Context: an optimization exercise on an open-source flow, tuned for small area, a short achievable clock period and few clock cycles per item. The choices shown serve that exercise and are no tape-out recipe. RTL that was checked went through simulation tests only; none was proved equivalent to the original. The RTL of run 2 was laid out without a check of its function.

## flow/design.v (module list and top-level ports; edited modules follow where they fit)
// module cbspl_booth: 19 lines
// module cbspl_axis: 1841 lines
// module cubic_bspline_point_eval: 123 lines
module cubic_bspline_point_eval
#(
    parameter int SAMPLES_PER_SEGMENT = 100,
    parameter int COORD_BITS          = 16
) (
    input  wire                          i_clk,
    input  wire                          i_rst_n,
    input  wire                          i_valid,
    output logic                         o_stall,
    input  wire                          i_opcode,
    input  wire signed [COORD_BITS-1:0]  i_point_x,
    input  wire signed [COORD_BITS-1:0]  i_point_y,
    input  wire signed [COORD_BITS-1:0]  i_point_z,
    input  wire        [cbspl_pkg::SI_BITS-1:0] i_sample_index,
    output logic                         o_valid,
    input  wire                          i_stall,
    output logic signed [COORD_BITS-1:0] o_curve_x,
    output logic signed [COORD_BITS-1:0] o_curve_y,
    output logic signed [COORD_BITS-1:0] o_curve_z,
    output logic                         o_not_ready
);
  // ...
==> flow/run.sh <==
#!/bin/bash
# synth_recipe.tcl (not shown) runs the flow's synth.tcl, then flattens the netlist and writes it again
# the make line also repeats each setting of config.mk as NAME=value (left out here)
make -C /OpenROAD-flow-scripts/flow DESIGN_CONFIG=/design/flow/config.mk WORK_HOME=/design/flow/orfs CLKGATE_MAP_FILE= SYNTH_SCRIPT=/design/flow/synth_recipe.tcl finish
==> flow/config.mk <==
export PLATFORM = sky130hd
export DESIGN_NAME = cubic_bspline_point_eval
export DESIGN_NICKNAME = cubic_bspline_point_eval
export VERILOG_FILES = /design/flow/design.v
export SDC_FILE = /design/flow/constraint.sdc
export NUM_CORES = 4
export LEC_CHECK = 0
export CAP_MARGIN = 20
export CORE_MARGIN = 2
export CORE_UTILIZATION = 40
export SETUP_SLACK_MARGIN = 4
export SLEW_MARGIN = 20
==> flow/constraint.sdc <==
create_clock -name core_clock -period 9.5 [get_ports {i_clk}]
set_input_delay 1.9000 -clock core_clock [delete_from_list [all_inputs] [get_ports {i_clk}]]
set_output_delay 1.9000 -clock core_clock [all_outputs]
set_load 0.01 [all_outputs]
==> results_dict.tcl, run 1 <==
set metrics [dict create \
    clockBufferDepth 4 \
    synth_seq_cells 1232 \
    fin_area_um2 166000 \
    n_fill_cell 33300 \
    grt_setup_unrepaired "yes" \
    cts_buffers 158 \
    cts_max_level 4 \
    grt_overflow 0 \
    path_buf_inv 5 \
    synthAdderAreaFrac_pct 39.2 \
    cts_resized 444 \
    io_pins 111 \
    clock_latency_ns 0.89 \
    crit_top_cell "fa_1" \
    hpwl_um 268000 \
    met2_usage_pct 31.9 \
    biggestRegsByFlops "r_win: 192 flops, g_ax.u_axis.r_h: 117 flops, g_ax.u_axis.r_x: 114 flops" \
    clockBufferCount 173 \
    cp.arrival_ns 6.29 \
    status "no timing/DRC/antenna violations" \
    clk_pin_slew_ns 0.06 \
    reg2reg_depth 23 \
    synth_area_um2 145000 \
    cts-root-buf "clkbuf_16" \
    report.final.slew_viol_count 0 \
    detail_route.drc_violations 0 \
    inv_count 2737 \
    seq_cells 1232 \
    wl_um 371000 \
    rr_startpoint "r_one[1][0]" \
    die_width_um 606 \
    synthMuxAreaShare_pct 0.143 \
    yosys.area_share.simple_pct 5.14 \
    synth.net_count 17200 \
    areaGrowthSynthToFinish_pct 14.2 \
    dieArea_um2 367000 \
]
Testbench counts, summed over its fixed seeds: cycles 4,526, evals 3,455.
==> module cubic_bspline_point_eval, before the edit <==
module cubic_bspline_point_eval
#(
    parameter int SAMPLES_PER_SEGMENT = 100,
    parameter int COORD_BITS          = 16
) (
    input  wire                          i_clk,
    input  wire                          i_rst_n,
    input  wire                          i_valid,
    output logic                         o_stall,
    input  wire                          i_opcode,
    input  wire signed [COORD_BITS-1:0]  i_point_x,
    input  wire signed [COORD_BITS-1:0]  i_point_y,
    input  wire signed [COORD_BITS-1:0]  i_point_z,
    input  wire        [cbspl_pkg::SI_BITS-1:0] i_sample_index,
    output logic                         o_valid,
    input  wire                          i_stall,
    output logic signed [COORD_BITS-1:0] o_curve_x,
    output logic signed [COORD_BITS-1:0] o_curve_y,
    output logic signed [COORD_BITS-1:0] o_curve_z,
    output logic                         o_not_ready
);
    localparam int NST = 5;      
    logic        adv, accept, push_acc, eval_acc;
    logic [6:0]  jcl;
    logic        r_ov, r_q1v;        
    logic [48:0] r_q0, r_q1;         
    logic [48:0] pout;
    assign adv      = !r_q1v;
    assign o_stall  = r_q1v;
    assign o_valid  = r_ov;
    assign accept   = i_valid && adv;
    assign push_acc = accept && (i_opcode == cbspl_pkg::OP_PUSH);
    assign eval_acc = accept && (i_opcode == cbspl_pkg::OP_EVAL);
    assign jcl      = (i_sample_index > 7'(cbspl_pkg::D_LAST)) ? 7'(cbspl_pkg::D_LAST) : i_sample_index;
    logic [47:0] r_win [4];
    logic [2:0]  r_held;
    always_ff @(posedge i_clk) begin
        if (push_acc) begin
            r_win[0] <= r_win[1];
            r_win[1] <= r_win[2];
            r_win[2] <= r_win[3];
            r_win[3] <= {i_point_x, i_point_y, i_point_z};
        end
    end
    always_ff @(posedge i_clk) begin
        if (!i_rst_n) begin
            r_held <= '0;
        end else if (push_acc && !r_held[2]) begin
            r_held <= r_held + 1'b1;
        end
    end
    logic [NST:1] r_v, r_nr;
    logic [3:0]   d0_one, d0_two, d0_neg;
    logic [3:0]   r_one [1:3];
    logic [3:0]   r_two [1:3];
    logic [3:0]   r_neg [1:3];
    always_ff @(posedge i_clk) begin
        if (!i_rst_n) begin
            r_v <= '0;
        end else if (adv) begin
            r_v <= {r_v[NST-1:1], eval_acc};
        end
    end
    cbspl_booth u_b0 (.i_j(jcl), .o_one(d0_one), .o_two(d0_two), .o_neg(d0_neg));
    always_ff @(posedge i_clk) begin
        if (adv) begin
            r_nr     <= {r_nr[NST-1:1], !r_held[2]};
            r_one[1] <= d0_one;
            r_two[1] <= d0_two;
            r_neg[1] <= d0_neg;
            for (int k = 2; k <= 3; k++) begin
                r_one[k] <= r_one[k-1];
                r_two[k] <= r_two[k-1];
                r_neg[k] <= r_neg[k-1];
            end
        end
    end
    logic [15:0] u [3];
    genvar a;
    generate
        for (a = 0; a < 3; a++) begin : g_ax
            cbspl_axis u_axis (
                .i_clk    (i_clk),
                .i_adv    (adv),
                .i_c0     (r_win[0][47-16*a -: 16]),
                .i_c1     (r_win[1][47-16*a -: 16]),
                .i_c2     (r_win[2][47-16*a -: 16]),
                .i_c3     (r_win[3][47-16*a -: 16]),
                .i_j1_one (r_one[1]), .i_j1_two (r_two[1]), .i_j1_neg (r_neg[1]),
                .i_j2_one (r_one[2]), .i_j2_two (r_two[2]), .i_j2_neg (r_neg[2]),
                .i_j3_one (r_one[3]), .i_j3_two (r_two[3]), .i_j3_neg (r_neg[3]),
                .o_u      (u[a])
            );
        end
    endgenerate
    assign pout = r_nr[NST] ? {1'b1, 48'd0}
                            : {1'b0, u[0] ^ 16'h8000, u[1] ^ 16'h8000, u[2] ^ 16'h8000};
    logic q0_free;
    assign q0_free = !r_ov || !i_stall;
    always_ff @(posedge i_clk) begin
        if (!i_rst_n) begin
            r_ov  <= 1'b0;
            r_q1v <= 1'b0;
        end else begin
            if (q0_free) begin
                r_ov <= r_q1v || r_v[NST];
            end
            r_q1v <= r_q1v ? !q0_free : (!q0_free && r_v[NST]);
        end
    end
    always_ff @(posedge i_clk) begin
        if (q0_free) begin
            r_q0 <= r_q1v ? r_q1 : pout;
        end
        if (!r_q1v) begin
            r_q1 <= pout;
        end
    end
    assign o_not_ready = r_q0[48];
    assign o_curve_x   = r_q0[47:32];
    assign o_curve_y   = r_q0[31:16];
    assign o_curve_z   = r_q0[15:0];
endmodule
==> inputs of run 2 (changes only) <==
--- a/flow/design.v
+++ b/flow/design.v
@@ -26,16 +26,17 @@
         end
     endgenerate
 endmodule
 `default_nettype wire
 `default_nettype none
 module cbspl_axis (
     input  wire        i_clk,
     input  wire        i_adv,
+    input  wire        i_push,
     input  wire [15:0] i_c0,
     input  wire [15:0] i_c1,
     input  wire [15:0] i_c2,
     input  wire [15:0] i_c3,
     input  wire [3:0]  i_j1_one, i_j1_two, i_j1_neg,
     input  wire [3:0]  i_j2_one, i_j2_two, i_j2_neg,
     input  wire [3:0]  i_j3_one, i_j3_two, i_j3_neg,
     output wire [15:0] o_u
@@ -295,17 +296,17 @@
     wire ce_t26 = (i_c0[14] & i_c2[14]) | (i_c0[14] & i_c1[12]) | (i_c2[14] & i_c1[12]);
     wire ce_t27 = ~i_c0[15] ^ ~i_c2[15] ^ i_c1[13];
     wire ce_t28 = (~i_c0[15] & ~i_c2[15]) | (~i_c0[15] & i_c1[13]) | (~i_c2[15] & i_c1[13]);
     wire [18:0] ce_ra = {1'b1, ~i_c1[15], ~i_c1[14], ce_t27, ce_t25, ce_t23, ce_t21, ce_t19, ce_t17, ce_t15, ce_t13, ce_t11, ce_t9, ce_t7, ce_t5, ce_t3, i_c1[0], i_c0[1], i_c0[0]};
     wire [18:0] ce_rb = {1'b0, i_c1[14], ce_t28, ce_t26, ce_t24, ce_t22, ce_t20, ce_t18, ce_t16, ce_t14, ce_t12, ce_t10, ce_t8, ce_t6, ce_t4, ce_t2, ce_t1, i_c2[1], i_c2[0]};
     wire [18:0] ce = ce_ra + ce_rb;
     wire signed [16:0] cc  = c2 - c0;
     reg [18:0] r_a; reg [17:0] r_b; reg [16:0] r_c; reg [18:0] r_e;
-    always @(posedge i_clk) if (i_adv) begin
+    always @(posedge i_clk) if (i_push) begin
         r_a <= ca;
         r_b <= cb;
         r_c <= cc;
         r_e <= ce;
     end
     wire signed [18:0] a = r_a;
     wire [19:0] a_m0 = i_j1_one[0] ? {a[18], a} : (i_j1_two[0] ? {a, 1'b0} : 20'd0);
     wire [19:0] a_r0 = a_m0 ^ {20{i_j1_neg[0]}};
@@ -971,19 +972,19 @@
     wire n_s2_t221 = n_s2_t96 ^ n_s2_t157 ^ n_s2_t156;
     wire n_s2_t222 = (n_s2_t96 & n_s2_t157) | (n_s2_t96 & n_s2_t156) | (n_s2_t157 & n_s2_t156);
     wire n_s2_t223 = n_s2_t98 ^ n_s2_t159 ^ n_s2_t158;
     wire n_s2_t224 = (n_s2_t98 & n_s2_t159) | (n_s2_t98 & n_s2_t158) | (n_s2_t159 & n_s2_t158);
     wire n_s2_t225 = n_s2_t100 ^ n_s2_t161 ^ n_s2_t160;
     wire n_s2_t226 = (n_s2_t100 & n_s2_t161) | (n_s2_t100 & n_s2_t160) | (n_s2_t161 & n_s2_t160);
     wire n_s2_t227 = s1_r3[26] ^ n_s2_t102 ^ n_s2_t162;
     wire n_s2_t228 = (s1_r3[26] & n_s2_t102) | (s1_r3[26] & n_s2_t162) | (n_s2_t102 & n_s2_t162);
-    wire [33:0] n_s2_ra = {~s1_r3[27], n_s2_t227, n_s2_t225, n_s2_t223, n_s2_t221, n_s2_t219, n_s2_t217, n_s2_t215, n_s2_t213, n_s2_t211, n_s2_t209, n_s2_t207, n_s2_t205, n_s2_t203, n_s2_t201, n_s2_t199, n_s2_t197, n_s2_t195, n_s2_t193, n_s2_t191, n_s2_t189, n_s2_t187, n_s2_t185, n_s2_t183, n_s2_t181, n_s2_t179, n_s2_t177, n_s2_t175, n_s2_t173, n_s2_t171, n_s2_t169, n_s2_t167, n_s2_t165, r_g[0]};
-    wire [33:0] n_s2_rb = {n_s2_t228, n_s2_t226, n_s2_t224, n_s2_t222, n_s2_t220, n_s2_t218, n_s2_t216, n_s2_t214, n_s2_t212, n_s2_t210, n_s2_t208, n_s2_t206, n_s2_t204, n_s2_t202, n_s2_t200, n_s2_t198, n_s2_t196, n_s2_t194, n_s2_t192, n_s2_t190, n_s2_t188, n_s2_t186, n_s2_t184, n_s2_t182, n_s2_t180, n_s2_t178, n_s2_t176, n_s2_t174, n_s2_t172, n_s2_t170, n_s2_t168, n_s2_t166, n_s2_t164, n_s2_t163};
-    wire [33:0] n_s2 = n_s2_ra + n_s2_rb;
+    wire [32:0] n_s2_ra = {n_s2_t227, n_s2_t225, n_s2_t223, n_s2_t221, n_s2_t219, n_s2_t217, n_s2_t215, n_s2_t213, n_s2_t211, n_s2_t209, n_s2_t207, n_s2_t205, n_s2_t203, n_s2_t201, n_s2_t199, n_s2_t197, n_s2_t195, n_s2_t193, n_s2_t191, n_s2_t189, n_s2_t187, n_s2_t185, n_s2_t183, n_s2_t181, n_s2_t179, n_s2_t177, n_s2_t175, n_s2_t173, n_s2_t171, n_s2_t169, n_s2_t167, n_s2_t165, r_g[0]};
+    wire [32:0] n_s2_rb = {n_s2_t226, n_s2_t224, n_s2_t222, n_s2_t220, n_s2_t218, n_s2_t216, n_s2_t214, n_s2_t212, n_s2_t210, n_s2_t208, n_s2_t206, n_s2_t204, n_s2_t202, n_s2_t200, n_s2_t198, n_s2_t196, n_s2_t194, n_s2_t192, n_s2_t190, n_s2_t188, n_s2_t186, n_s2_t184, n_s2_t182, n_s2_t180, n_s2_t178, n_s2_t176, n_s2_t174, n_s2_t172, n_s2_t170, n_s2_t168, n_s2_t166, n_s2_t164, n_s2_t163};
+    wire [32:0] n_s2 = n_s2_ra + n_s2_rb;
     wire n_h_t1 = ~r_e1[15] ^ ~r_e1[13];
     wire n_h_t2 = ~r_e1[15] & ~r_e1[13];
     wire n_h_t3 = ~r_e1[16] ^ ~r_e1[14] ^ r_e1[10];
     wire n_h_t4 = (~r_e1[16] & ~r_e1[14]) | (~r_e1[16] & r_e1[10]) | (~r_e1[14] & r_e1[10]);
     wire n_h_t5 = ~(~r_e1[17] ^ ~r_e1[15]);
     wire n_h_t6 = ~r_e1[17] | ~r_e1[15];
     wire n_h_t7 = r_e1[11] ^ ~r_e1[8];
     wire n_h_t8 = r_e1[11] & ~r_e1[8];
@@ -1201,30 +1202,30 @@
     wire n_h_t220 = n_h_t153 | n_h_t152;
     wire n_h_t221 = ~(n_h_t155 ^ n_h_t154);
     wire n_h_t222 = n_h_t155 | n_h_t154;
     wire n_h_t223 = r_e1[15] ^ n_h_t156;
     wire n_h_t224 = r_e1[15] & n_h_t156;
     wire [38:0] n_h_ra = {~r_e1[18], r_e1[17], r_e1[16], n_h_t223, n_h_t221, n_h_t219, n_h_t217, n_h_t215, n_h_t213, n_h_t211, n_h_t209, n_h_t207, n_h_t205, n_h_t203, n_h_t201, n_h_t199, n_h_t197, n_h_t195, n_h_t193, n_h_t191, n_h_t189, n_h_t187, n_h_t185, n_h_t183, n_h_t181, n_h_t179, n_h_t177, n_h_t175, n_h_t173, n_h_t171, n_h_t169, n_h_t167, n_h_t165, n_h_t163, n_h_t161, n_h_t159, n_h_t157, ~r_e1[1], ~r_e1[0]};
     wire [38:0] n_h_rb = {1'b1, 1'b1, n_h_t224, n_h_t222, n_h_t220, n_h_t218, n_h_t216, n_h_t214, n_h_t212, n_h_t210, n_h_t208, n_h_t206, n_h_t204, n_h_t202, n_h_t200, n_h_t198, n_h_t196, n_h_t194, n_h_t192, n_h_t190, n_h_t188, n_h_t186, n_h_t184, n_h_t182, n_h_t180, n_h_t178, n_h_t176, n_h_t174, n_h_t172, n_h_t170, n_h_t168, n_h_t166, n_h_t164, n_h_t162, n_h_t160, n_h_t158, 1'b1, 1'b1, 1'b0};
     wire [38:0] n_h = n_h_ra + n_h_rb;
-    reg [33:0] r_s2; reg [38:0] r_h;
+    reg [32:0] r_s2; reg [38:0] r_h;
     always @(posedge i_clk) if (i_adv) begin
         r_s2 <= n_s2;
         r_h <= n_h;
     end
-    wire signed [33:0] s2 = r_s2;
-    wire [34:0] s2_m0 = i_j3_one[0] ? {s2[33], s2} : (i_j3_two[0] ? {s2, 1'b0} : 35'd0);
-    wire [34:0] s2_r0 = s2_m0 ^ {35{i_j3_neg[0]}};
-    wire [34:0] s2_m1 = i_j3_one[1] ? {s2[33], s2} : (i_j3_two[1] ? {s2, 1'b0} : 35'd0);
-    wire [34:0] s2_r1 = s2_m1 ^ {35{i_j3_neg[1]}};
-    wire [34:0] s2_m2 = i_j3_one[2] ? {s2[33], s2} : (i_j3_two[2] ? {s2, 1'b0} : 35'd0);
-    wire [34:0] s2_r2 = s2_m2 ^ {35{i_j3_neg[2]}};
-    wire [34:0] s2_m3 = i_j3_one[3] ? {s2[33], s2} : (i_j3_two[3] ? {s2, 1'b0} : 35'd0);
-    wire [34:0] s2_r3 = s2_m3 ^ {35{i_j3_neg[3]}};
+    wire signed [32:0] s2 = r_s2;
+    wire [33:0] s2_m0 = i_j3_one[0] ? {s2[32], s2} : (i_j3_two[0] ? {s2, 1'b0} : 34'd0);
+    wire [33:0] s2_r0 = s2_m0 ^ {34{i_j3_neg[0]}};
+    wire [33:0] s2_m1 = i_j3_one[1] ? {s2[32], s2} : (i_j3_two[1] ? {s2, 1'b0} : 34'd0);
+    wire [33:0] s2_r1 = s2_m1 ^ {34{i_j3_neg[1]}};
+    wire [33:0] s2_m2 = i_j3_one[2] ? {s2[32], s2} : (i_j3_two[2] ? {s2, 1'b0} : 34'd0);
+    wire [33:0] s2_r2 = s2_m2 ^ {34{i_j3_neg[2]}};
+    wire [33:0] s2_m3 = i_j3_one[3] ? {s2[32], s2} : (i_j3_two[3] ? {s2, 1'b0} : 34'd0);
+    wire [33:0] s2_r3 = s2_m3 ^ {34{i_j3_neg[3]}};
     wire n_x_t1 = s2_r0[4] ^ s2_r1[2];
     wire n_x_t2 = s2_r0[4] & s2_r1[2];
     wire n_x_t3 = s2_r0[5] ^ s2_r1[3];
     wire n_x_t4 = s2_r0[5] & s2_r1[3];
     wire n_x_t5 = s2_r0[6] ^ s2_r1[4] ^ s2_r2[2];
     wire n_x_t6 = (s2_r0[6] & s2_r1[4]) | (s2_r0[6] & s2_r2[2]) | (s2_r1[4] & s2_r2[2]);
     wire n_x_t7 = s2_r3[0] ^ i_j3_neg[3];
     wire n_x_t8 = s2_r3[0] & i_j3_neg[3];
@@ -1327,186 +1328,182 @@
     wire n_x_t105 = s2_r0[31] ^ s2_r1[29] ^ s2_r2[27];
     wire n_x_t106 = (s2_r0[31] & s2_r1[29]) | (s2_r0[31] & s2_r2[27]) | (s2_r1[29] & s2_r2[27]);
     wire n_x_t107 = s2_r3[25] ^ r_h[31];
     wire n_x_t108 = s2_r3[25] & r_h[31];
     wire n_x_t109 = s2_r0[32] ^ s2_r1[30] ^ s2_r2[28];
     wire n_x_t110 = (s2_r0[32] & s2_r1[30]) | (s2_r0[32] & s2_r2[28]) | (s2_r1[30] & s2_r2[28]);
     wire n_x_t111 = s2_r3[26] ^ r_h[32];
     wire n_x_t112 = s2_r3[26] & r_h[32];
-    wire n_x_t113 = s2_r0[33] ^ s2_r1[31] ^ s2_r2[29];
-    wire n_x_t114 = (s2_r0[33] & s2_r1[31]) | (s2_r0[33] & s2_r2[29]) | (s2_r1[31] & s2_r2[29]);
-    wire n_x_t115 = s2_r3[27] ^ r_h[33];
-    wire n_x_t116 = s2_r3[27] & r_h[33];
-    wire n_x_t117 = ~(~s2_r0[34] ^ s2_r1[32]);
-    wire n_x_t118 = ~s2_r0[34] | s2_r1[32];
-    wire n_x_t119 = s2_r2[30] ^ s2_r3[28] ^ r_h[34];
-    wire n_x_t120 = (s2_r2[30] & s2_r3[28]) | (s2_r2[30] & r_h[34]) | (s2_r3[28] & r_h[34]);
-    wire n_x_t121 = ~(s2_r1[33] ^ s2_r2[31]);
-    wire n_x_t122 = s2_r1[33] | s2_r2[31];
-    wire n_x_t123 = s2_r3[29] ^ r_h[35];
-    wire n_x_t124 = s2_r3[29] & r_h[35];
-    wire n_x_t125 = ~s2_r1[34] ^ s2_r2[32] ^ s2_r3[30];
-    wire n_x_t126 = (~s2_r1[34] & s2_r2[32]) | (~s2_r1[34] & s2_r3[30]) | (s2_r2[32] & s2_r3[30]);
-    wire n_x_t127 = s2_r2[33] ^ s2_r3[31];
-    wire n_x_t128 = s2_r2[33] & s2_r3[31];
-    wire n_x_t129 = s2_r0[2] ^ s2_r1[0];
-    wire n_x_t130 = s2_r0[2] & s2_r1[0];
-    wire n_x_t131 = s2_r0[3] ^ s2_r1[1];
-    wire n_x_t132 = s2_r0[3] & s2_r1[1];
-    wire n_x_t133 = s2_r2[0] ^ i_j3_neg[2] ^ r_h[4];
-    wire n_x_t134 = (s2_r2[0] & i_j3_neg[2]) | (s2_r2[0] & r_h[4]) | (i_j3_neg[2] & r_h[4]);
-    wire n_x_t135 = s2_r2[1] ^ r_h[5] ^ n_x_t3;
-    wire n_x_t136 = (s2_r2[1] & r_h[5]) | (s2_r2[1] & n_x_t3) | (r_h[5] & n_x_t3);
-    wire n_x_t137 = r_h[6] ^ n_x_t5 ^ n_x_t7;
-    wire n_x_t138 = (r_h[6] & n_x_t5) | (r_h[6] & n_x_t7) | (n_x_t5 & n_x_t7);
-    wire n_x_t139 = n_x_t9 ^ n_x_t11 ^ n_x_t6;
-    wire n_x_t140 = (n_x_t9 & n_x_t11) | (n_x_t9 & n_x_t6) | (n_x_t11 & n_x_t6);
-    wire n_x_t141 = n_x_t13 ^ n_x_t15 ^ n_x_t10;
-    wire n_x_t142 = (n_x_t13 & n_x_t15) | (n_x_t13 & n_x_t10) | (n_x_t15 & n_x_t10);
-    wire n_x_t143 = n_x_t17 ^ n_x_t19 ^ n_x_t14;
-    wire n_x_t144 = (n_x_t17 & n_x_t19) | (n_x_t17 & n_x_t14) | (n_x_t19 & n_x_t14);
-    wire n_x_t145 = n_x_t21 ^ n_x_t23 ^ n_x_t18;
-    wire n_x_t146 = (n_x_t21 & n_x_t23) | (n_x_t21 & n_x_t18) | (n_x_t23 & n_x_t18);
-    wire n_x_t147 = n_x_t25 ^ n_x_t27 ^ n_x_t22;
-    wire n_x_t148 = (n_x_t25 & n_x_t27) | (n_x_t25 & n_x_t22) | (n_x_t27 & n_x_t22);
-    wire n_x_t149 = n_x_t29 ^ n_x_t31 ^ n_x_t26;
-    wire n_x_t150 = (n_x_t29 & n_x_t31) | (n_x_t29 & n_x_t26) | (n_x_t31 & n_x_t26);
-    wire n_x_t151 = n_x_t33 ^ n_x_t35 ^ n_x_t30;
-    wire n_x_t152 = (n_x_t33 & n_x_t35) | (n_x_t33 & n_x_t30) | (n_x_t35 & n_x_t30);
-    wire n_x_t153 = n_x_t37 ^ n_x_t39 ^ n_x_t34;
-    wire n_x_t154 = (n_x_t37 & n_x_t39) | (n_x_t37 & n_x_t34) | (n_x_t39 & n_x_t34);
-    wire n_x_t155 = n_x_t41 ^ n_x_t43 ^ n_x_t38;
-    wire n_x_t156 = (n_x_t41 & n_x_t43) | (n_x_t41 & n_x_t38) | (n_x_t43 & n_x_t38);
-    wire n_x_t157 = n_x_t45 ^ n_x_t47 ^ n_x_t42;
-    wire n_x_t158 = (n_x_t45 & n_x_t47) | (n_x_t45 & n_x_t42) | (n_x_t47 & n_x_t42);
-    wire n_x_t159 = n_x_t49 ^ n_x_t51 ^ n_x_t46;
-    wire n_x_t160 = (n_x_t49 & n_x_t51) | (n_x_t49 & n_x_t46) | (n_x_t51 & n_x_t46);
-    wire n_x_t161 = n_x_t53 ^ n_x_t55 ^ n_x_t50;
-    wire n_x_t162 = (n_x_t53 & n_x_t55) | (n_x_t53 & n_x_t50) | (n_x_t55 & n_x_t50);
-    wire n_x_t163 = n_x_t57 ^ n_x_t59 ^ n_x_t54;
-    wire n_x_t164 = (n_x_t57 & n_x_t59) | (n_x_t57 & n_x_t54) | (n_x_t59 & n_x_t54);
-    wire n_x_t165 = n_x_t61 ^ n_x_t63 ^ n_x_t58;
-    wire n_x_t166 = (n_x_t61 & n_x_t63) | (n_x_t61 & n_x_t58) | (n_x_t63 & n_x_t58);
-    wire n_x_t167 = n_x_t65 ^ n_x_t67 ^ n_x_t62;
-    wire n_x_t168 = (n_x_t65 & n_x_t67) | (n_x_t65 & n_x_t62) | (n_x_t67 & n_x_t62);
-    wire n_x_t169 = n_x_t69 ^ n_x_t71 ^ n_x_t66;
-    wire n_x_t170 = (n_x_t69 & n_x_t71) | (n_x_t69 & n_x_t66) | (n_x_t71 & n_x_t66);
-    wire n_x_t171 = n_x_t73 ^ n_x_t75 ^ n_x_t70;
-    wire n_x_t172 = (n_x_t73 & n_x_t75) | (n_x_t73 & n_x_t70) | (n_x_t75 & n_x_t70);
-    wire n_x_t173 = n_x_t77 ^ n_x_t79 ^ n_x_t74;
-    wire n_x_t174 = (n_x_t77 & n_x_t79) | (n_x_t77 & n_x_t74) | (n_x_t79 & n_x_t74);
-    wire n_x_t175 = n_x_t81 ^ n_x_t83 ^ n_x_t78;
-    wire n_x_t176 = (n_x_t81 & n_x_t83) | (n_x_t81 & n_x_t78) | (n_x_t83 & n_x_t78);
-    wire n_x_t177 = n_x_t85 ^ n_x_t87 ^ n_x_t82;
-    wire n_x_t178 = (n_x_t85 & n_x_t87) | (n_x_t85 & n_x_t82) | (n_x_t87 & n_x_t82);
-    wire n_x_t179 = n_x_t89 ^ n_x_t91 ^ n_x_t86;
-    wire n_x_t180 = (n_x_t89 & n_x_t91) | (n_x_t89 & n_x_t86) | (n_x_t91 & n_x_t86);
-    wire n_x_t181 = n_x_t93 ^ n_x_t95 ^ n_x_t90;
-    wire n_x_t182 = (n_x_t93 & n_x_t95) | (n_x_t93 & n_x_t90) | (n_x_t95 & n_x_t90);
-    wire n_x_t183 = n_x_t97 ^ n_x_t99 ^ n_x_t94;
-    wire n_x_t184 = (n_x_t97 & n_x_t99) | (n_x_t97 & n_x_t94) | (n_x_t99 & n_x_t94);
-    wire n_x_t185 = n_x_t101 ^ n_x_t103 ^ n_x_t98;
-    wire n_x_t186 = (n_x_t101 & n_x_t103) | (n_x_t101 & n_x_t98) | (n_x_t103 & n_x_t98);
-    wire n_x_t187 = n_x_t105 ^ n_x_t107 ^ n_x_t102;
-    wire n_x_t188 = (n_x_t105 & n_x_t107) | (n_x_t105 & n_x_t102) | (n_x_t107 & n_x_t102);
-    wire n_x_t189 = n_x_t109 ^ n_x_t111 ^ n_x_t106;
-    wire n_x_t190 = (n_x_t109 & n_x_t111) | (n_x_t109 & n_x_t106) | (n_x_t111 & n_x_t106);
-    wire n_x_t191 = n_x_t113 ^ n_x_t115 ^ n_x_t110;
-    wire n_x_t192 = (n_x_t113 & n_x_t115) | (n_x_t113 & n_x_t110) | (n_x_t115 & n_x_t110);
-    wire n_x_t193 = n_x_t117 ^ n_x_t119 ^ n_x_t114;
-    wire n_x_t194 = (n_x_t117 & n_x_t119) | (n_x_t117 & n_x_t114) | (n_x_t119 & n_x_t114);
-    wire n_x_t195 = n_x_t121 ^ n_x_t123 ^ n_x_t118;
-    wire n_x_t196 = (n_x_t121 & n_x_t123) | (n_x_t121 & n_x_t118) | (n_x_t123 & n_x_t118);
-    wire n_x_t197 = r_h[36] ^ n_x_t125 ^ n_x_t122;
-    wire n_x_t198 = (r_h[36] & n_x_t125) | (r_h[36] & n_x_t122) | (n_x_t125 & n_x_t122);
-    wire n_x_t199 = ~(r_h[37] ^ n_x_t127);
-    wire n_x_t200 = r_h[37] | n_x_t127;
-    wire n_x_t201 = ~s2_r2[34] ^ s2_r3[32] ^ r_h[38];
-    wire n_x_t202 = (~s2_r2[34] & s2_r3[32]) | (~s2_r2[34] & r_h[38]) | (s2_r3[32] & r_h[38]);
-    wire n_x_t203 = s2_r0[0] ^ i_j3_neg[0];
-    wire n_x_t204 = s2_r0[0] & i_j3_neg[0];
-    wire n_x_t205 = s2_r0[1] ^ r_h[1];
-    wire n_x_t206 = s2_r0[1] & r_h[1];
-    wire n_x_t207 = i_j3_neg[1] ^ r_h[2] ^ n_x_t129;
-    wire n_x_t208 = (i_j3_neg[1] & r_h[2]) | (i_j3_neg[1] & n_x_t129) | (r_h[2] & n_x_t129);
-    wire n_x_t209 = r_h[3] ^ n_x_t131 ^ n_x_t130;
-    wire n_x_t210 = (r_h[3] & n_x_t131) | (r_h[3] & n_x_t130) | (n_x_t131 & n_x_t130);
-    wire n_x_t211 = n_x_t1 ^ n_x_t133 ^ n_x_t132;
-    wire n_x_t212 = (n_x_t1 & n_x_t133) | (n_x_t1 & n_x_t132) | (n_x_t133 & n_x_t132);
-    wire n_x_t213 = n_x_t2 ^ n_x_t135 ^ n_x_t134;
-    wire n_x_t214 = (n_x_t2 & n_x_t135) | (n_x_t2 & n_x_t134) | (n_x_t135 & n_x_t134);
-    wire n_x_t215 = n_x_t4 ^ n_x_t137 ^ n_x_t136;
-    wire n_x_t216 = (n_x_t4 & n_x_t137) | (n_x_t4 & n_x_t136) | (n_x_t137 & n_x_t136);
-    wire n_x_t217 = n_x_t8 ^ n_x_t139 ^ n_x_t138;
-    wire n_x_t218 = (n_x_t8 & n_x_t139) | (n_x_t8 & n_x_t138) | (n_x_t139 & n_x_t138);
-    wire n_x_t219 = n_x_t12 ^ n_x_t141 ^ n_x_t140;
-    wire n_x_t220 = (n_x_t12 & n_x_t141) | (n_x_t12 & n_x_t140) | (n_x_t141 & n_x_t140);
-    wire n_x_t221 = n_x_t16 ^ n_x_t143 ^ n_x_t142;
-    wire n_x_t222 = (n_x_t16 & n_x_t143) | (n_x_t16 & n_x_t142) | (n_x_t143 & n_x_t142);
-    wire n_x_t223 = n_x_t20 ^ n_x_t145 ^ n_x_t144;
-    wire n_x_t224 = (n_x_t20 & n_x_t145) | (n_x_t20 & n_x_t144) | (n_x_t145 & n_x_t144);
-    wire n_x_t225 = n_x_t24 ^ n_x_t147 ^ n_x_t146;
-    wire n_x_t226 = (n_x_t24 & n_x_t147) | (n_x_t24 & n_x_t146) | (n_x_t147 & n_x_t146);
-    wire n_x_t227 = n_x_t28 ^ n_x_t149 ^ n_x_t148;
-    wire n_x_t228 = (n_x_t28 & n_x_t149) | (n_x_t28 & n_x_t148) | (n_x_t149 & n_x_t148);
-    wire n_x_t229 = n_x_t32 ^ n_x_t151 ^ n_x_t150;
-    wire n_x_t230 = (n_x_t32 & n_x_t151) | (n_x_t32 & n_x_t150) | (n_x_t151 & n_x_t150);
-    wire n_x_t231 = n_x_t36 ^ n_x_t153 ^ n_x_t152;
-    wire n_x_t232 = (n_x_t36 & n_x_t153) | (n_x_t36 & n_x_t152) | (n_x_t153 & n_x_t152);
-    wire n_x_t233 = n_x_t40 ^ n_x_t155 ^ n_x_t154;
-    wire n_x_t234 = (n_x_t40 & n_x_t155) | (n_x_t40 & n_x_t154) | (n_x_t155 & n_x_t154);
-    wire n_x_t235 = n_x_t44 ^ n_x_t157 ^ n_x_t156;
-    wire n_x_t236 = (n_x_t44 & n_x_t157) | (n_x_t44 & n_x_t156) | (n_x_t157 & n_x_t156);
-    wire n_x_t237 = n_x_t48 ^ n_x_t159 ^ n_x_t158;
-    wire n_x_t238 = (n_x_t48 & n_x_t159) | (n_x_t48 & n_x_t158) | (n_x_t159 & n_x_t158);
-    wire n_x_t239 = n_x_t52 ^ n_x_t161 ^ n_x_t160;
-    wire n_x_t240 = (n_x_t52 & n_x_t161) | (n_x_t52 & n_x_t160) | (n_x_t161 & n_x_t160);
-    wire n_x_t241 = n_x_t56 ^ n_x_t163 ^ n_x_t162;
-    wire n_x_t242 = (n_x_t56 & n_x_t163) | (n_x_t56 & n_x_t162) | (n_x_t163 & n_x_t162);
-    wire n_x_t243 = n_x_t60 ^ n_x_t165 ^ n_x_t164;
-    wire n_x_t244 = (n_x_t60 & n_x_t165) | (n_x_t60 & n_x_t164) | (n_x_t165 & n_x_t164);
-    wire n_x_t245 = n_x_t64 ^ n_x_t167 ^ n_x_t166;
-    wire n_x_t246 = (n_x_t64 & n_x_t167) | (n_x_t64 & n_x_t166) | (n_x_t167 & n_x_t166);
-    wire n_x_t247 = n_x_t68 ^ n_x_t169 ^ n_x_t168;
-    wire n_x_t248 = (n_x_t68 & n_x_t169) | (n_x_t68 & n_x_t168) | (n_x_t169 & n_x_t168);
-    wire n_x_t249 = n_x_t72 ^ n_x_t171 ^ n_x_t170;
-    wire n_x_t250 = (n_x_t72 & n_x_t171) | (n_x_t72 & n_x_t170) | (n_x_t171 & n_x_t170);
-    wire n_x_t251 = n_x_t76 ^ n_x_t173 ^ n_x_t172;
-    wire n_x_t252 = (n_x_t76 & n_x_t173) | (n_x_t76 & n_x_t172) | (n_x_t173 & n_x_t172);
-    wire n_x_t253 = n_x_t80 ^ n_x_t175 ^ n_x_t174;
-    wire n_x_t254 = (n_x_t80 & n_x_t175) | (n_x_t80 & n_x_t174) | (n_x_t175 & n_x_t174);
-    wire n_x_t255 = n_x_t84 ^ n_x_t177 ^ n_x_t176;
-    wire n_x_t256 = (n_x_t84 & n_x_t177) | (n_x_t84 & n_x_t176) | (n_x_t177 & n_x_t176);
-    wire n_x_t257 = n_x_t88 ^ n_x_t179 ^ n_x_t178;
-    wire n_x_t258 = (n_x_t88 & n_x_t179) | (n_x_t88 & n_x_t178) | (n_x_t179 & n_x_t178);
-    wire n_x_t259 = n_x_t92 ^ n_x_t181 ^ n_x_t180;
-    wire n_x_t260 = (n_x_t92 & n_x_t181) | (n_x_t92 & n_x_t180) | (n_x_t181 & n_x_t180);
-    wire n_x_t261 = n_x_t96 ^ n_x_t183 ^ n_x_t182;
-    wire n_x_t262 = (n_x_t96 & n_x_t183) | (n_x_t96 & n_x_t182) | (n_x_t183 & n_x_t182);
-    wire n_x_t263 = n_x_t100 ^ n_x_t185 ^ n_x_t184;
-    wire n_x_t264 = (n_x_t100 & n_x_t185) | (n_x_t100 & n_x_t184) | (n_x_t185 & n_x_t184);
-    wire n_x_t265 = n_x_t104 ^ n_x_t187 ^ n_x_t186;
-    wire n_x_t266 = (n_x_t104 & n_x_t187) | (n_x_t104 & n_x_t186) | (n_x_t187 & n_x_t186);
-    wire n_x_t267 = n_x_t108 ^ n_x_t189 ^ n_x_t188;
-    wire n_x_t268 = (n_x_t108 & n_x_t189) | (n_x_t108 & n_x_t188) | (n_x_t189 & n_x_t188);
-    wire n_x_t269 = n_x_t112 ^ n_x_t191 ^ n_x_t190;
-    wire n_x_t270 = (n_x_t112 & n_x_t191) | (n_x_t112 & n_x_t190) | (n_x_t191 & n_x_t190);
-    wire n_x_t271 = n_x_t116 ^ n_x_t193 ^ n_x_t192;
-    wire n_x_t272 = (n_x_t116 & n_x_t193) | (n_x_t116 & n_x_t192) | (n_x_t193 & n_x_t192);
-    wire n_x_t273 = n_x_t120 ^ n_x_t195 ^ n_x_t194;
-    wire n_x_t274 = (n_x_t120 & n_x_t195) | (n_x_t120 & n_x_t194) | (n_x_t195 & n_x_t194);
-    wire n_x_t275 = n_x_t124 ^ n_x_t197 ^ n_x_t196;
-    wire n_x_t276 = (n_x_t124 & n_x_t197) | (n_x_t124 & n_x_t196) | (n_x_t197 & n_x_t196);
-    wire n_x_t277 = n_x_t126 ^ n_x_t199 ^ n_x_t198;
-    wire n_x_t278 = (n_x_t126 & n_x_t199) | (n_x_t126 & n_x_t198) | (n_x_t199 & n_x_t198);
-    wire n_x_t279 = n_x_t128 ^ n_x_t201 ^ n_x_t200;
-    wire n_x_t280 = (n_x_t128 & n_x_t201) | (n_x_t128 & n_x_t200) | (n_x_t201 & n_x_t200);
-    wire [38:0] n_x_ra = {n_x_t279, n_x_t277, n_x_t275, n_x_t273, n_x_t271, n_x_t269, n_x_t267, n_x_t265, n_x_t263, n_x_t261, n_x_t259, n_x_t257, n_x_t255, n_x_t253, n_x_t251, n_x_t249, n_x_t247, n_x_t245, n_x_t243, n_x_t241, n_x_t239, n_x_t237, n_x_t235, n_x_t233, n_x_t231, n_x_t229, n_x_t227, n_x_t225, n_x_t223, n_x_t221, n_x_t219, n_x_t217, n_x_t215, n_x_t213, n_x_t211, n_x_t209, n_x_t207, n_x_t205, r_h[0]};
-    wire [38:0] n_x_rb = {n_x_t278, n_x_t276, n_x_t274, n_x_t272, n_x_t270, n_x_t268, n_x_t266, n_x_t264, n_x_t262, n_x_t260, n_x_t258, n_x_t256, n_x_t254, n_x_t252, n_x_t250, n_x_t248, n_x_t246, n_x_t244, n_x_t242, n_x_t240, n_x_t238, n_x_t236, n_x_t234, n_x_t232, n_x_t230, n_x_t228, n_x_t226, n_x_t224, n_x_t222, n_x_t220, n_x_t218, n_x_t216, n_x_t214, n_x_t212, n_x_t210, n_x_t208, n_x_t206, n_x_t204, n_x_t203};
+    wire n_x_t113 = ~(~s2_r0[33] ^ s2_r1[31]);
+    wire n_x_t114 = ~s2_r0[33] | s2_r1[31];
+    wire n_x_t115 = s2_r2[29] ^ s2_r3[27] ^ r_h[33];
+    wire n_x_t116 = (s2_r2[29] & s2_r3[27]) | (s2_r2[29] & r_h[33]) | (s2_r3[27] & r_h[33]);
+    wire n_x_t117 = ~(s2_r1[32] ^ s2_r2[30]);
+    wire n_x_t118 = s2_r1[32] | s2_r2[30];
+    wire n_x_t119 = s2_r3[28] ^ r_h[34];
+    wire n_x_t120 = s2_r3[28] & r_h[34];
+    wire n_x_t121 = ~s2_r1[33] ^ s2_r2[31] ^ s2_r3[29];
+    wire n_x_t122 = (~s2_r1[33] & s2_r2[31]) | (~s2_r1[33] & s2_r3[29]) | (s2_r2[31] & s2_r3[29]);
+    wire n_x_t123 = s2_r2[32] ^ s2_r3[30];
+    wire n_x_t124 = s2_r2[32] & s2_r3[30];
+    wire n_x_t125 = s2_r0[2] ^ s2_r1[0];
+    wire n_x_t126 = s2_r0[2] & s2_r1[0];
+    wire n_x_t127 = s2_r0[3] ^ s2_r1[1];
+    wire n_x_t128 = s2_r0[3] & s2_r1[1];
+    wire n_x_t129 = s2_r2[0] ^ i_j3_neg[2] ^ r_h[4];
+    wire n_x_t130 = (s2_r2[0] & i_j3_neg[2]) | (s2_r2[0] & r_h[4]) | (i_j3_neg[2] & r_h[4]);
+    wire n_x_t131 = s2_r2[1] ^ r_h[5] ^ n_x_t3;
+    wire n_x_t132 = (s2_r2[1] & r_h[5]) | (s2_r2[1] & n_x_t3) | (r_h[5] & n_x_t3);
+    wire n_x_t133 = r_h[6] ^ n_x_t5 ^ n_x_t7;
+    wire n_x_t134 = (r_h[6] & n_x_t5) | (r_h[6] & n_x_t7) | (n_x_t5 & n_x_t7);
+    wire n_x_t135 = n_x_t9 ^ n_x_t11 ^ n_x_t6;
+    wire n_x_t136 = (n_x_t9 & n_x_t11) | (n_x_t9 & n_x_t6) | (n_x_t11 & n_x_t6);
+    wire n_x_t137 = n_x_t13 ^ n_x_t15 ^ n_x_t10;
+    wire n_x_t138 = (n_x_t13 & n_x_t15) | (n_x_t13 & n_x_t10) | (n_x_t15 & n_x_t10);
+    wire n_x_t139 = n_x_t17 ^ n_x_t19 ^ n_x_t14;
+    wire n_x_t140 = (n_x_t17 & n_x_t19) | (n_x_t17 & n_x_t14) | (n_x_t19 & n_x_t14);
+    wire n_x_t141 = n_x_t21 ^ n_x_t23 ^ n_x_t18;
+    wire n_x_t142 = (n_x_t21 & n_x_t23) | (n_x_t21 & n_x_t18) | (n_x_t23 & n_x_t18);
+    wire n_x_t143 = n_x_t25 ^ n_x_t27 ^ n_x_t22;
+    wire n_x_t144 = (n_x_t25 & n_x_t27) | (n_x_t25 & n_x_t22) | (n_x_t27 & n_x_t22);
+    wire n_x_t145 = n_x_t29 ^ n_x_t31 ^ n_x_t26;
+    wire n_x_t146 = (n_x_t29 & n_x_t31) | (n_x_t29 & n_x_t26) | (n_x_t31 & n_x_t26);
+    wire n_x_t147 = n_x_t33 ^ n_x_t35 ^ n_x_t30;
+    wire n_x_t148 = (n_x_t33 & n_x_t35) | (n_x_t33 & n_x_t30) | (n_x_t35 & n_x_t30);
+    wire n_x_t149 = n_x_t37 ^ n_x_t39 ^ n_x_t34;
+    wire n_x_t150 = (n_x_t37 & n_x_t39) | (n_x_t37 & n_x_t34) | (n_x_t39 & n_x_t34);
+    wire n_x_t151 = n_x_t41 ^ n_x_t43 ^ n_x_t38;
+    wire n_x_t152 = (n_x_t41 & n_x_t43) | (n_x_t41 & n_x_t38) | (n_x_t43 & n_x_t38);
+    wire n_x_t153 = n_x_t45 ^ n_x_t47 ^ n_x_t42;
+    wire n_x_t154 = (n_x_t45 & n_x_t47) | (n_x_t45 & n_x_t42) | (n_x_t47 & n_x_t42);
+    wire n_x_t155 = n_x_t49 ^ n_x_t51 ^ n_x_t46;
+    wire n_x_t156 = (n_x_t49 & n_x_t51) | (n_x_t49 & n_x_t46) | (n_x_t51 & n_x_t46);
+    wire n_x_t157 = n_x_t53 ^ n_x_t55 ^ n_x_t50;
+    wire n_x_t158 = (n_x_t53 & n_x_t55) | (n_x_t53 & n_x_t50) | (n_x_t55 & n_x_t50);
+    wire n_x_t159 = n_x_t57 ^ n_x_t59 ^ n_x_t54;
+    wire n_x_t160 = (n_x_t57 & n_x_t59) | (n_x_t57 & n_x_t54) | (n_x_t59 & n_x_t54);
+    wire n_x_t161 = n_x_t61 ^ n_x_t63 ^ n_x_t58;
+    wire n_x_t162 = (n_x_t61 & n_x_t63) | (n_x_t61 & n_x_t58) | (n_x_t63 & n_x_t58);
+    wire n_x_t163 = n_x_t65 ^ n_x_t67 ^ n_x_t62;
+    wire n_x_t164 = (n_x_t65 & n_x_t67) | (n_x_t65 & n_x_t62) | (n_x_t67 & n_x_t62);
+    wire n_x_t165 = n_x_t69 ^ n_x_t71 ^ n_x_t66;
+    wire n_x_t166 = (n_x_t69 & n_x_t71) | (n_x_t69 & n_x_t66) | (n_x_t71 & n_x_t66);
+    wire n_x_t167 = n_x_t73 ^ n_x_t75 ^ n_x_t70;
+    wire n_x_t168 = (n_x_t73 & n_x_t75) | (n_x_t73 & n_x_t70) | (n_x_t75 & n_x_t70);
+    wire n_x_t169 = n_x_t77 ^ n_x_t79 ^ n_x_t74;
+    wire n_x_t170 = (n_x_t77 & n_x_t79) | (n_x_t77 & n_x_t74) | (n_x_t79 & n_x_t74);
+    wire n_x_t171 = n_x_t81 ^ n_x_t83 ^ n_x_t78;
+    wire n_x_t172 = (n_x_t81 & n_x_t83) | (n_x_t81 & n_x_t78) | (n_x_t83 & n_x_t78);
+    wire n_x_t173 = n_x_t85 ^ n_x_t87 ^ n_x_t82;
+    wire n_x_t174 = (n_x_t85 & n_x_t87) | (n_x_t85 & n_x_t82) | (n_x_t87 & n_x_t82);
+    wire n_x_t175 = n_x_t89 ^ n_x_t91 ^ n_x_t86;
+    wire n_x_t176 = (n_x_t89 & n_x_t91) | (n_x_t89 & n_x_t86) | (n_x_t91 & n_x_t86);
+    wire n_x_t177 = n_x_t93 ^ n_x_t95 ^ n_x_t90;
+    wire n_x_t178 = (n_x_t93 & n_x_t95) | (n_x_t93 & n_x_t90) | (n_x_t95 & n_x_t90);
+    wire n_x_t179 = n_x_t97 ^ n_x_t99 ^ n_x_t94;
+    wire n_x_t180 = (n_x_t97 & n_x_t99) | (n_x_t97 & n_x_t94) | (n_x_t99 & n_x_t94);
+    wire n_x_t181 = n_x_t101 ^ n_x_t103 ^ n_x_t98;
+    wire n_x_t182 = (n_x_t101 & n_x_t103) | (n_x_t101 & n_x_t98) | (n_x_t103 & n_x_t98);
+    wire n_x_t183 = n_x_t105 ^ n_x_t107 ^ n_x_t102;
+    wire n_x_t184 = (n_x_t105 & n_x_t107) | (n_x_t105 & n_x_t102) | (n_x_t107 & n_x_t102);
+    wire n_x_t185 = n_x_t109 ^ n_x_t111 ^ n_x_t106;
+    wire n_x_t186 = (n_x_t109 & n_x_t111) | (n_x_t109 & n_x_t106) | (n_x_t111 & n_x_t106);
+    wire n_x_t187 = n_x_t113 ^ n_x_t115 ^ n_x_t110;
+    wire n_x_t188 = (n_x_t113 & n_x_t115) | (n_x_t113 & n_x_t110) | (n_x_t115 & n_x_t110);
+    wire n_x_t189 = n_x_t117 ^ n_x_t119 ^ n_x_t114;
+    wire n_x_t190 = (n_x_t117 & n_x_t119) | (n_x_t117 & n_x_t114) | (n_x_t119 & n_x_t114);
+    wire n_x_t191 = r_h[35] ^ n_x_t121 ^ n_x_t118;
+    wire n_x_t192 = (r_h[35] & n_x_t121) | (r_h[35] & n_x_t118) | (n_x_t121 & n_x_t118);
+    wire n_x_t193 = ~(r_h[36] ^ n_x_t123);
+    wire n_x_t194 = r_h[36] | n_x_t123;
+    wire n_x_t195 = ~s2_r2[33] ^ s2_r3[31] ^ r_h[37];
+    wire n_x_t196 = (~s2_r2[33] & s2_r3[31]) | (~s2_r2[33] & r_h[37]) | (s2_r3[31] & r_h[37]);
+    wire n_x_t197 = s2_r3[32] ^ r_h[38];
+    wire n_x_t198 = s2_r3[32] & r_h[38];
+    wire n_x_t199 = s2_r0[0] ^ i_j3_neg[0];
+    wire n_x_t200 = s2_r0[0] & i_j3_neg[0];
+    wire n_x_t201 = s2_r0[1] ^ r_h[1];
+    wire n_x_t202 = s2_r0[1] & r_h[1];
+    wire n_x_t203 = i_j3_neg[1] ^ r_h[2] ^ n_x_t125;
+    wire n_x_t204 = (i_j3_neg[1] & r_h[2]) | (i_j3_neg[1] & n_x_t125) | (r_h[2] & n_x_t125);
+    wire n_x_t205 = r_h[3] ^ n_x_t127 ^ n_x_t126;
+    wire n_x_t206 = (r_h[3] & n_x_t127) | (r_h[3] & n_x_t126) | (n_x_t127 & n_x_t126);
+    wire n_x_t207 = n_x_t1 ^ n_x_t129 ^ n_x_t128;
+    wire n_x_t208 = (n_x_t1 & n_x_t129) | (n_x_t1 & n_x_t128) | (n_x_t129 & n_x_t128);
+    wire n_x_t209 = n_x_t2 ^ n_x_t131 ^ n_x_t130;
+    wire n_x_t210 = (n_x_t2 & n_x_t131) | (n_x_t2 & n_x_t130) | (n_x_t131 & n_x_t130);
+    wire n_x_t211 = n_x_t4 ^ n_x_t133 ^ n_x_t132;
+    wire n_x_t212 = (n_x_t4 & n_x_t133) | (n_x_t4 & n_x_t132) | (n_x_t133 & n_x_t132);
+    wire n_x_t213 = n_x_t8 ^ n_x_t135 ^ n_x_t134;
+    wire n_x_t214 = (n_x_t8 & n_x_t135) | (n_x_t8 & n_x_t134) | (n_x_t135 & n_x_t134);
+    wire n_x_t215 = n_x_t12 ^ n_x_t137 ^ n_x_t136;
+    wire n_x_t216 = (n_x_t12 & n_x_t137) | (n_x_t12 & n_x_t136) | (n_x_t137 & n_x_t136);
+    wire n_x_t217 = n_x_t16 ^ n_x_t139 ^ n_x_t138;
+    wire n_x_t218 = (n_x_t16 & n_x_t139) | (n_x_t16 & n_x_t138) | (n_x_t139 & n_x_t138);
+    wire n_x_t219 = n_x_t20 ^ n_x_t141 ^ n_x_t140;
+    wire n_x_t220 = (n_x_t20 & n_x_t141) | (n_x_t20 & n_x_t140) | (n_x_t141 & n_x_t140);
+    wire n_x_t221 = n_x_t24 ^ n_x_t143 ^ n_x_t142;
+    wire n_x_t222 = (n_x_t24 & n_x_t143) | (n_x_t24 & n_x_t142) | (n_x_t143 & n_x_t142);
+    wire n_x_t223 = n_x_t28 ^ n_x_t145 ^ n_x_t144;
+    wire n_x_t224 = (n_x_t28 & n_x_t145) | (n_x_t28 & n_x_t144) | (n_x_t145 & n_x_t144);
+    wire n_x_t225 = n_x_t32 ^ n_x_t147 ^ n_x_t146;
+    wire n_x_t226 = (n_x_t32 & n_x_t147) | (n_x_t32 & n_x_t146) | (n_x_t147 & n_x_t146);
+    wire n_x_t227 = n_x_t36 ^ n_x_t149 ^ n_x_t148;
+    wire n_x_t228 = (n_x_t36 & n_x_t149) | (n_x_t36 & n_x_t148) | (n_x_t149 & n_x_t148);
+    wire n_x_t229 = n_x_t40 ^ n_x_t151 ^ n_x_t150;
+    wire n_x_t230 = (n_x_t40 & n_x_t151) | (n_x_t40 & n_x_t150) | (n_x_t151 & n_x_t150);
+    wire n_x_t231 = n_x_t44 ^ n_x_t153 ^ n_x_t152;
+    wire n_x_t232 = (n_x_t44 & n_x_t153) | (n_x_t44 & n_x_t152) | (n_x_t153 & n_x_t152);
+    wire n_x_t233 = n_x_t48 ^ n_x_t155 ^ n_x_t154;
+    wire n_x_t234 = (n_x_t48 & n_x_t155) | (n_x_t48 & n_x_t154) | (n_x_t155 & n_x_t154);
+    wire n_x_t235 = n_x_t52 ^ n_x_t157 ^ n_x_t156;
+    wire n_x_t236 = (n_x_t52 & n_x_t157) | (n_x_t52 & n_x_t156) | (n_x_t157 & n_x_t156);
+    wire n_x_t237 = n_x_t56 ^ n_x_t159 ^ n_x_t158;
+    wire n_x_t238 = (n_x_t56 & n_x_t159) | (n_x_t56 & n_x_t158) | (n_x_t159 & n_x_t158);
+    wire n_x_t239 = n_x_t60 ^ n_x_t161 ^ n_x_t160;
+    wire n_x_t240 = (n_x_t60 & n_x_t161) | (n_x_t60 & n_x_t160) | (n_x_t161 & n_x_t160);
+    wire n_x_t241 = n_x_t64 ^ n_x_t163 ^ n_x_t162;
+    wire n_x_t242 = (n_x_t64 & n_x_t163) | (n_x_t64 & n_x_t162) | (n_x_t163 & n_x_t162);
+    wire n_x_t243 = n_x_t68 ^ n_x_t165 ^ n_x_t164;
+    wire n_x_t244 = (n_x_t68 & n_x_t165) | (n_x_t68 & n_x_t164) | (n_x_t165 & n_x_t164);
+    wire n_x_t245 = n_x_t72 ^ n_x_t167 ^ n_x_t166;
+    wire n_x_t246 = (n_x_t72 & n_x_t167) | (n_x_t72 & n_x_t166) | (n_x_t167 & n_x_t166);
+    wire n_x_t247 = n_x_t76 ^ n_x_t169 ^ n_x_t168;
+    wire n_x_t248 = (n_x_t76 & n_x_t169) | (n_x_t76 & n_x_t168) | (n_x_t169 & n_x_t168);
+    wire n_x_t249 = n_x_t80 ^ n_x_t171 ^ n_x_t170;
+    wire n_x_t250 = (n_x_t80 & n_x_t171) | (n_x_t80 & n_x_t170) | (n_x_t171 & n_x_t170);
+    wire n_x_t251 = n_x_t84 ^ n_x_t173 ^ n_x_t172;
+    wire n_x_t252 = (n_x_t84 & n_x_t173) | (n_x_t84 & n_x_t172) | (n_x_t173 & n_x_t172);
+    wire n_x_t253 = n_x_t88 ^ n_x_t175 ^ n_x_t174;
+    wire n_x_t254 = (n_x_t88 & n_x_t175) | (n_x_t88 & n_x_t174) | (n_x_t175 & n_x_t174);
+    wire n_x_t255 = n_x_t92 ^ n_x_t177 ^ n_x_t176;
+    wire n_x_t256 = (n_x_t92 & n_x_t177) | (n_x_t92 & n_x_t176) | (n_x_t177 & n_x_t176);
+    wire n_x_t257 = n_x_t96 ^ n_x_t179 ^ n_x_t178;
+    wire n_x_t258 = (n_x_t96 & n_x_t179) | (n_x_t96 & n_x_t178) | (n_x_t179 & n_x_t178);
+    wire n_x_t259 = n_x_t100 ^ n_x_t181 ^ n_x_t180;
+    wire n_x_t260 = (n_x_t100 & n_x_t181) | (n_x_t100 & n_x_t180) | (n_x_t181 & n_x_t180);
+    wire n_x_t261 = n_x_t104 ^ n_x_t183 ^ n_x_t182;
+    wire n_x_t262 = (n_x_t104 & n_x_t183) | (n_x_t104 & n_x_t182) | (n_x_t183 & n_x_t182);
+    wire n_x_t263 = n_x_t108 ^ n_x_t185 ^ n_x_t184;
+    wire n_x_t264 = (n_x_t108 & n_x_t185) | (n_x_t108 & n_x_t184) | (n_x_t185 & n_x_t184);
+    wire n_x_t265 = n_x_t112 ^ n_x_t187 ^ n_x_t186;
+    wire n_x_t266 = (n_x_t112 & n_x_t187) | (n_x_t112 & n_x_t186) | (n_x_t187 & n_x_t186);
+    wire n_x_t267 = n_x_t116 ^ n_x_t189 ^ n_x_t188;
+    wire n_x_t268 = (n_x_t116 & n_x_t189) | (n_x_t116 & n_x_t188) | (n_x_t189 & n_x_t188);
+    wire n_x_t269 = n_x_t120 ^ n_x_t191 ^ n_x_t190;
+    wire n_x_t270 = (n_x_t120 & n_x_t191) | (n_x_t120 & n_x_t190) | (n_x_t191 & n_x_t190);
+    wire n_x_t271 = n_x_t122 ^ n_x_t193 ^ n_x_t192;
+    wire n_x_t272 = (n_x_t122 & n_x_t193) | (n_x_t122 & n_x_t192) | (n_x_t193 & n_x_t192);
+    wire n_x_t273 = n_x_t124 ^ n_x_t195 ^ n_x_t194;
+    wire n_x_t274 = (n_x_t124 & n_x_t195) | (n_x_t124 & n_x_t194) | (n_x_t195 & n_x_t194);
+    wire n_x_t275 = ~(n_x_t197 ^ n_x_t196);
+    wire n_x_t276 = n_x_t197 | n_x_t196;
+    wire [38:0] n_x_ra = {n_x_t275, n_x_t273, n_x_t271, n_x_t269, n_x_t267, n_x_t265, n_x_t263, n_x_t261, n_x_t259, n_x_t257, n_x_t255, n_x_t253, n_x_t251, n_x_t249, n_x_t247, n_x_t245, n_x_t243, n_x_t241, n_x_t239, n_x_t237, n_x_t235, n_x_t233, n_x_t231, n_x_t229, n_x_t227, n_x_t225, n_x_t223, n_x_t221, n_x_t219, n_x_t217, n_x_t215, n_x_t213, n_x_t211, n_x_t209, n_x_t207, n_x_t205, n_x_t203, n_x_t201, r_h[0]};
+    wire [38:0] n_x_rb = {n_x_t274, n_x_t272, n_x_t270, n_x_t268, n_x_t266, n_x_t264, n_x_t262, n_x_t260, n_x_t258, n_x_t256, n_x_t254, n_x_t252, n_x_t250, n_x_t248, n_x_t246, n_x_t244, n_x_t242, n_x_t240, n_x_t238, n_x_t236, n_x_t234, n_x_t232, n_x_t230, n_x_t228, n_x_t226, n_x_t224, n_x_t222, n_x_t220, n_x_t218, n_x_t216, n_x_t214, n_x_t212, n_x_t210, n_x_t208, n_x_t206, n_x_t204, n_x_t202, n_x_t200, n_x_t199};
     wire [38:0] n_x = n_x_ra + n_x_rb;
     reg [38:0] r_x;
     always @(posedge i_clk) if (i_adv) begin
         r_x <= n_x;
     end
     wire [17:0] xh = r_x[38:21];
     wire n_qp_t1 = ~xh[11] ^ ~xh[7];
     wire n_qp_t2 = ~xh[11] & ~xh[7];
@@ -1890,34 +1887,33 @@
     output logic signed [COORD_BITS-1:0] o_curve_x,
     output logic signed [COORD_BITS-1:0] o_curve_y,
     output logic signed [COORD_BITS-1:0] o_curve_z,
     output logic                         o_not_ready
 );
     localparam int NST = 5;      
     logic        adv, accept, push_acc, eval_acc;
     logic [6:0]  jcl;
-    logic        r_ov, r_q1v;        
-    logic [48:0] r_q0, r_q1;         
-    logic [48:0] pout;
-    assign adv      = !r_q1v;
-    assign o_stall  = r_q1v;
+    logic        r_ov;
+    assign adv      = !(r_ov && i_stall);
+    assign o_stall  = !adv;
     assign o_valid  = r_ov;
     assign accept   = i_valid && adv;
     assign push_acc = accept && (i_opcode == cbspl_pkg::OP_PUSH);
     assign eval_acc = accept && (i_opcode == cbspl_pkg::OP_EVAL);
     assign jcl      = (i_sample_index > 7'(cbspl_pkg::D_LAST)) ? 7'(cbspl_pkg::D_LAST) : i_sample_index;
-    logic [47:0] r_win [4];
+    logic [47:0] r_win [1:3];
+    logic [47:0] pt_in;
+    assign pt_in = {i_point_x, i_point_y, i_point_z};
     logic [2:0]  r_held;
     always_ff @(posedge i_clk) begin
         if (push_acc) begin
-            r_win[0] <= r_win[1];
             r_win[1] <= r_win[2];
             r_win[2] <= r_win[3];
-            r_win[3] <= {i_point_x, i_point_y, i_point_z};
+            r_win[3] <= pt_in;
         end
     end
     always_ff @(posedge i_clk) begin
         if (!i_rst_n) begin
             r_held <= '0;
         end else if (push_acc && !r_held[2]) begin
             r_held <= r_held + 1'b1;
         end
@@ -1950,48 +1946,41 @@
     end
     logic [15:0] u [3];
     genvar a;
     generate
         for (a = 0; a < 3; a++) begin : g_ax
             cbspl_axis u_axis (
                 .i_clk    (i_clk),
                 .i_adv    (adv),
-                .i_c0     (r_win[0][47-16*a -: 16]),
-                .i_c1     (r_win[1][47-16*a -: 16]),
-                .i_c2     (r_win[2][47-16*a -: 16]),
-                .i_c3     (r_win[3][47-16*a -: 16]),
+                .i_push   (push_acc),
+                .i_c0     (r_win[1][47-16*a -: 16]),
+                .i_c1     (r_win[2][47-16*a -: 16]),
+                .i_c2     (r_win[3][47-16*a -: 16]),
+                .i_c3     (pt_in[47-16*a -: 16]),
                 .i_j1_one (r_one[1]), .i_j1_two (r_two[1]), .i_j1_neg (r_neg[1]),
                 .i_j2_one (r_one[2]), .i_j2_two (r_two[2]), .i_j2_neg (r_neg[2]),
                 .i_j3_one (r_one[3]), .i_j3_two (r_two[3]), .i_j3_neg (r_neg[3]),
                 .o_u      (u[a])
             );
         end
     endgenerate
-    assign pout = r_nr[NST] ? {1'b1, 48'd0}
-                            : {1'b0, u[0] ^ 16'h8000, u[1] ^ 16'h8000, u[2] ^ 16'h8000};
-    logic q0_free;
-    assign q0_free = !r_ov || !i_stall;
+    logic [15:0] r_curve [3];
     always_ff @(posedge i_clk) begin
         if (!i_rst_n) begin
-            r_ov  <= 1'b0;
-            r_q1v <= 1'b0;
-        end else begin
-            if (q0_free) begin
-                r_ov <= r_q1v || r_v[NST];
-            end
-            r_q1v <= r_q1v ? !q0_free : (!q0_free && r_v[NST]);
+            r_ov <= 1'b0;
+        end else if (adv) begin
+            r_ov <= r_v[NST];
         end
     end
     always_ff @(posedge i_clk) begin
-        if (q0_free) begin
-            r_q0 <= r_q1v ? r_q1 : pout;
-        end
-        if (!r_q1v) begin
-            r_q1 <= pout;
+        if (adv) begin
+            for (int k = 0; k < 3; k++) begin
+                r_curve[k] <= r_nr[NST] ? 16'd0 : (u[k] ^ 16'h8000);
+            end
+            o_not_ready <= r_nr[NST];
         end
     end
-    assign o_not_ready = r_q0[48];
-    assign o_curve_x   = r_q0[47:32];
-    assign o_curve_y   = r_q0[31:16];
-    assign o_curve_z   = r_q0[15:0];
+    assign o_curve_x = r_curve[0];
+    assign o_curve_y = r_curve[1];
+    assign o_curve_z = r_curve[2];
 endmodule
 `default_nettype wire
==> flow/config.mk (replaced) <==
export PLATFORM = sky130hd
export DESIGN_NAME = cubic_bspline_point_eval
export DESIGN_NICKNAME = cubic_bspline_point_eval
export VERILOG_FILES = /design/flow/design.v
export SDC_FILE = /design/flow/constraint.sdc
export NUM_CORES = 4
export LEC_CHECK = 0
export CAP_MARGIN = 20
export CORE_MARGIN = 2
export CORE_UTILIZATION = 55
export SETUP_SLACK_MARGIN = 4
export SLEW_MARGIN = 20
==> run 2 against run 1 <==
  * Still clean on timing, DRC and antenna
  * First-iteration DRC count rose by 7.8%
  * Routed wire length rose by 7.7%
  * Maximum frequency rose by 1.1%
  * Critical path depth did not move
  * Die area fell by 28%
  * Clock-buffer cell count rose by 1
  * Clock skew fell by 0.0029 ns
  * Area after synthesis fell by 1.8%
  * Utilization rose by 17 points
==> results_dict.tcl, run 2 <==
set metrics [dict create \
    synth.net_count 17100 \
    worstMarginPinSlew_ns 1.06 \
    synth_seq_cells 1131 \
    reg2reg_depth 23 \
    biggestRegsByFlops "r_win: 144 flops, g_ax.u_axis.r_h: 117 flops, g_ax.u_axis.r_x: 114 flops" \
    grt_max_degree 164 \
    synth_seq_area_share_pct 23.8 \
    cp_slowest_stage_delay_ns 0.52 \
    clockBufferDepth 4 \
    hp-class "reg -> reg" \
    cts-root-buf "clkbuf_16" \
    layout-drive-gt1-share_pct 11.8 \
    n_fill_cell 20900 \
    path_buf_inv 6 \
    io_pins 111 \
    ctsHoldBuffers 0 \
    cts_buffers 150 \
    clk_pin_slew_ns 0.06 \
    synth_area_um2 142000 \
    detail_route.drc_violations 0 \
    end_kind "flip-flop" \
    grt_overflow 0 \
    grt_pass1_wl_um 615000 \
    vias 101000 \
    syn_inst 13600 \
    status "no timing/DRC/antenna violations" \
    synthArstFlopShare_pct 0 \
    hold_end "g_ax[1].u_axis.r_xl[18]" \
    cap_violations 0 \
    syn_area_per_cell_um2 10.5 \
    grt_setup_unrepaired "yes" \
    rr_startpoint "r_one[3][1]" \
    cp.arrival_ns 6.32 \
    dieArea_um2 263000 \
    synth_most_common_cell "inv_1" \
    wl_per_cell_um 22.9 \
    cpMaxStageDelayCell "fa_1" \
    required_ns 10.21 \
    areaGrowthSynthToFinish_pct 14.0 \
    relSlewSlack_pct 29.4 \
    ys_warn_count 13 \
    report.final.slew_viol_count 0 \
    hpwl_um 303000 \
    wl_um 400000 \
    cts_max_level 4 \
    die_width_um 513 \
    clock_latency_ns 0.87 \
]
==> run 2: worst max-delay path by stage <==
stage | endpoint | slack, ns | cells after the start
floorplan | r_held[1] | -6.77 | 6
global placement | g_ax[2].u_axis.r_a[18] | 1.88 | 15
detailed placement | g_ax[2].u_axis.r_a[18] | 1.92 | 15
CTS | g_ax[1].u_axis.r_s1[25] | 3.91 | 23
global route | g_ax[2].u_axis.r_x[33] | 3.69 | 25
finish | g_ax[0].u_axis.r_x[35] | 3.89 | 23
==> run 2: repair_timing <==
| action | 4_1_cts | 5_1_grt |
|---|---|---|
| setup endpoints to repair | 266 | 184 |
| resized for setup | 549 | 590 |
| gates cloned | 43 | 13 |
| setup buffers | 227 | 260 |
| pin swaps | 221 | 466 |
==> run 2: final cells by class <==
| type | count | area (µm²) | share of cell area (%) |
|---|---|---|---|
| Multi-Input combinational cell | 9252 | 101000 | 62.1 |
| Sequential cell | 1131 | 33900 | 20.9 |
| Inverter | 2679 | 10100 | 6.25 |
| Timing Repair Buffer | 755 | 8300 | 5.12 |
| Tap cell | 3384 | 4230 | 2.61 |
| Clock buffer | 174 | 3910 | 2.41 |
| Clock inverter | 88 | 960 | 0.592 |
| Antenna cell | 5 | 12.5 | 0.00772 |
==> run 2: logic make-up (layout without fill, tap and decap cells) <==
logic type / Yosys count / after routing / share of synthesized area (%)
multiplexers: 23 / 23 / 0.175
AND/OR/NAND/NOR: 1736 / 1745 / 5.92
other: 0 / 5 / 0
adder cells (fa/ha/maj): 3415 / 3415 / 39.8
buffers and inverters: 3233 / 3696 / 8.68
flip-flops: 1131 / 1131 / 23.8
XOR/XNOR: 1421 / 1421 / 8.75
AO/OA/AOI/OAI: 2648 / 2648 / 12.9
==> run 2: through the flow <==
step                std cells  area [µm²]  hold WS (ns)
floorplan               13600      142000         0.400
global placement        16700      146000         0.400
detailed placement      16700      146000         0.405
CTS                     17200      157000         0.397
global route            17500      162000         0.402
finish                  17500      162000         0.399
==> run 2: routing by layer <==
metal  vias to the layer above  track usage [%]  share of wire (%)
met4                         2             10.8                4.2
li1                      46100                -                  -
met5                         -                0             0.0032
met2                      3260             48.1                 46
met3                       654             4.37                6.5
met1                     51000             42.3                 43

[re-timing with driven ports]
The flow's constraints put no driver on any port. The routed layouts listed below were extracted and timed again, unchanged, in two steps.
Step 1, drivers: a clkbuf_16 drives i_clk and a buf_2 each remaining input, both assumed.
Step 2, shift: input delay + t, output delay - t, t = (earliest + latest rising clock arrival at the registers) / 2. This alone moves slack from input paths to output paths.
Three values: ideal ports, drivers, drivers and shift; two values: the first two.
run | t, ns | setup WS [ns] | worst setup path at the end | clock arrival spread, ns
run 1 | 0.959 | 3.826 / 3.826 / 3.826 | register to register | 0.070 / 0.069
run 2 | 0.936 | 3.890 / 3.890 / 3.235 | input to register | 0.075 / 0.075
After both steps every run listed still meets setup and hold. The setup slack of run 2, which loses most, moves by 0.000 ns with the drivers and by -0.655 ns with both steps.
